Background: an optimization exercise with open tools, aiming at small area, a short achievable clock period and few clock cycles per item. Do not read the settings as production practice. RTL that was checked went through simulation tests only; none was proved equivalent to the original.

alpha:
## colourTop
module colourTop (
	input logic CLOCK_50_I,
	input logic resetn,
	input logic [3:0] paddr,
	input logic psel,
	input logic penable,
	input logic pwrite,
	input logic [31:0] pwdata,
	output logic [31:0] prdata,
	output logic pready,
	output logic pslverr,
	output logic memRdEn,
	output colourPkg::addr_t memRdAddr,
	input colourPkg::word_t memRdData,
	output logic memWrEn,
	output colourPkg::addr_t memWrAddr,
	output colourPkg::word_t memWrData
);
Size: ~2400 cells after synthesis, roughly 460 flip-flops, about 150 I/O pins, ~25000 sq um of cells after synthesis.
==> module chromaUpsampler, before the edit <==
module chromaUpsampler (
	input logic CLOCK_50_I,
	input logic [2:0] ph,
	input colourPkg::word_t word,       
	input logic load,
	input logic first,
	input logic clamp,
	input logic odd,
	output colourPkg::sample_t cu,
	output logic [9:0] cu3,             
	output colourPkg::sample_t cv,
	output logic [9:0] cv3              
);
	colourPkg::sample_t a [5];          
	colourPkg::sample_t b [5];
	colourPkg::sample_t t [6];
	logic [8:0] p, q, r;
	colourPkg::sample_t f;
	colourPkg::sample_t uOdd;
	colourPkg::sample_t cuNext, cvNext;
	always_comb begin
		t[0] = a[0];
		t[1] = a[1];
		t[2] = a[2];
		t[3] = a[3];
		t[4] = first ? word[15:8] : a[4];
		t[5] = clamp ? a[4] : (odd ? word[15:8] : word[7:0]);
	end
	always_ff @(posedge CLOCK_50_I) begin
		if (!ph[2]) begin
			for (int i = 0; i < 5; i++)
				a[i] <= b[i];
			if (load) begin
				b[0] <= word[15:8];
				b[1] <= word[15:8];
				b[2] <= word[15:8];
				b[3] <= word[7:0];
			end else begin
				for (int i = 0; i < 4; i++)
					b[i] <= t[i+1];
			end
			b[4] <= t[5];
		end
		p <= {1'b0, t[0]} + {1'b0, t[5]};
		q <= {1'b0, t[2]} + {1'b0, t[3]};
		r <= {1'b0, t[1]} + {1'b0, t[4]};
		uOdd <= f;                      
		cu <= cuNext;
		cu3 <= {2'b00, cuNext} + {1'b0, cuNext, 1'b0};
		cv <= cvNext;
		cv3 <= ph[1] ? {2'b00, a[2]} + {1'b0, a[2], 1'b0} : {2'b00, f} + {1'b0, f, 1'b0};
	end
	assign cuNext = ph[1] ? (load ? b[4] : b[1]) : uOdd;
	assign cvNext = ph[1] ? a[2] : f;
	chromaFilter filt (
		.CLOCK_50_I(CLOCK_50_I),
		.p(p),
		.q(q),
		.r(r),
		.f(f)
	);
endmodule
==> module rgbWriter, before the edit <==
module rgbWriter (
	input logic CLOCK_50_I,
	input logic resetn,
	input logic start,
	input logic [2:0] ph,
	input logic wrValid,
	input logic lastValid,
	input colourPkg::sample_t r,        
	input colourPkg::sample_t g,
	input colourPkg::sample_t b,
	output logic memWrEn,
	output colourPkg::addr_t memWrAddr,
	output colourPkg::word_t memWrData      
);
	localparam int FirstAddr = 76800 - 11;
	colourPkg::sample_t r1, g1, b1;
	colourPkg::sample_t r2, g2, b2;
	colourPkg::sample_t b3;
	logic word0, word1;                 
	always_ff @(posedge CLOCK_50_I or negedge resetn) begin
		if (!resetn)
			memWrEn <= 1'b0;
		else
			memWrEn <= ph[0] ? lastValid : wrValid;
	end
	always_ff @(posedge CLOCK_50_I) begin
		r1 <= r;
		g1 <= g;
		b1 <= b;
		r2 <= r1;
		g2 <= g1;
		b2 <= b1;
		b3 <= b2;
		memWrAddr <= start ? colourPkg::addr_t'(FirstAddr) : memWrAddr + 1'b1;
		word0 <= ph[1] & wrValid;
		word1 <= ph[2] & wrValid;
	end
	always_comb begin
		if (word0)
			memWrData = {r2, g2};           
		else if (word1)
			memWrData = {b3, r1};           
		else
			memWrData = {g2, b2};           
	end
endmodule
Settings: LEC_CHECK=0, CAP_MARGIN=20, CORE_MARGIN=2, CORE_UTILIZATION=40, CTS_CLUSTER_DIAMETER=80, CTS_CLUSTER_SIZE=28, PLACE_DENSITY=0.6, SETUP_SLACK_MARGIN=4.8, SLEW_MARGIN=20; clock period 9.0 ns.
run.sh (not shown) runs the stock make flow with config.mk's settings and CLKGATE_MAP_FILE= SYNTH_SCRIPT=/design/flow/synth_recipe.tcl, a recipe that flattens the netlist after the stock synthesis.
Modified inputs, beta compared to alpha
diff --git a/flow/design.v b/flow/design.v
--- a/flow/design.v
+++ b/flow/design.v
@@ -241,13 +241,14 @@
 		end
 		p <= {1'b0, t[0]} + {1'b0, t[5]};
 		q <= {1'b0, t[2]} + {1'b0, t[3]};
 		r <= {1'b0, t[1]} + {1'b0, t[4]};
-		uOdd <= f;                      
+		if (ph[2])
+			uOdd <= f;
 		cu <= cuNext;
 		cu3 <= {2'b00, cuNext} + {1'b0, cuNext, 1'b0};
 		cv <= cvNext;
-		cv3 <= ph[1] ? {2'b00, a[2]} + {1'b0, a[2], 1'b0} : {2'b00, f} + {1'b0, f, 1'b0};
+		cv3 <= {2'b00, cvNext} + {1'b0, cvNext, 1'b0};
 	end
 	assign cuNext = ph[1] ? (load ? b[4] : b[1]) : uOdd;
 	assign cvNext = ph[1] ? a[2] : f;
 	chromaFilter filt (
@@ -3383,37 +3384,39 @@
 	output colourPkg::addr_t memWrAddr,
 	output colourPkg::word_t memWrData      
 );
 	localparam int FirstAddr = 76800 - 11;
-	colourPkg::sample_t r1, g1, b1;
-	colourPkg::sample_t r2, g2, b2;
-	colourPkg::sample_t b3;
+	colourPkg::sample_t r0, g0, b0;     
+	colourPkg::sample_t r1, g1, b1;     
 	logic word0, word1;                 
 	always_ff @(posedge CLOCK_50_I or negedge resetn) begin
 		if (!resetn)
 			memWrEn <= 1'b0;
 		else
 			memWrEn <= ph[0] ? lastValid : wrValid;
 	end
 	always_ff @(posedge CLOCK_50_I) begin
-		r1 <= r;
-		g1 <= g;
-		b1 <= b;
-		r2 <= r1;
-		g2 <= g1;
-		b2 <= b1;
-		b3 <= b2;
+		if (ph[0]) begin
+			r0 <= r;
+			g0 <= g;
+			b0 <= b;
+		end
+		if (ph[2]) begin
+			r1 <= r;
+			g1 <= g;
+			b1 <= b;
+		end
 		memWrAddr <= start ? colourPkg::addr_t'(FirstAddr) : memWrAddr + 1'b1;
 		word0 <= ph[1] & wrValid;
 		word1 <= ph[2] & wrValid;
 	end
 	always_comb begin
 		if (word0)
-			memWrData = {r2, g2};           
+			memWrData = {r0, g0};
 		else if (word1)
-			memWrData = {b3, r1};           
+			memWrData = {b0, r1};
 		else
-			memWrData = {g2, b2};           
+			memWrData = {g1, b1};
 	end
 endmodule
 `default_nettype wire
 `timescale 1ns/1ps
Findings:
Looking at total via count in the routed design, beta sits below alpha. Between alpha and beta, the number of ports placed on the die boundary does not differ in any meaningful way. Area share of xor/xnor cells in the synthesized design for beta: 0.16 points up relative to alpha. Of the two values seen for commonest non-fill, non-tap cell in the layout, dfxtp_1 was produced by alpha and inv_1 by beta. fa_2 as the slowest library cell on the worst path was reported by alpha, and dfrtp_4 by beta. A critical path launch point of ups.filt.rowA[1]$_DFF_P_ is what alpha shows, while seq.ph[2]$_DFF_PN0_ belongs to beta. Wire length of the first global-routing pass shrinks by a few percent when moving from alpha to beta.
Testbench counts of beta, summed over its fixed seeds: cycles 921,712, frames 8.
Only the layout flow was run in alpha; the RTL was not checked for function there.

==> static timing again, ports no longer ideal <==
Ports are ideal in the flow. The routed layouts listed here were re-timed in OpenROAD. Step 1 assumes that a clkbuf_16 drives the clock port and a buf_2 every other input. Step 2 times the ports against the registers' clock, not the clock port: input delays grow and output delays shrink by t, the midpoint of the rising clock arrivals with the driver on. Three values: ideal ports, drivers, drivers and shift; two values: the first two.
run	shift t [ns]	setup slack, ns	clock arrival spread, ns	worst data-port slew with drivers (ns)	cell pins on the clock port's net
alpha	0.665	4.948 / 4.948 / 4.948	0.043 / 0.043	0.03	1
beta	0.654	4.960 / 4.960 / 4.933	0.030 / 0.030	0.04	1
After both steps setup and hold are still met in every run listed. For beta, which loses most, drivers alone change the setup slack by 0.000 ns; drivers and shift together by -0.027 ns.
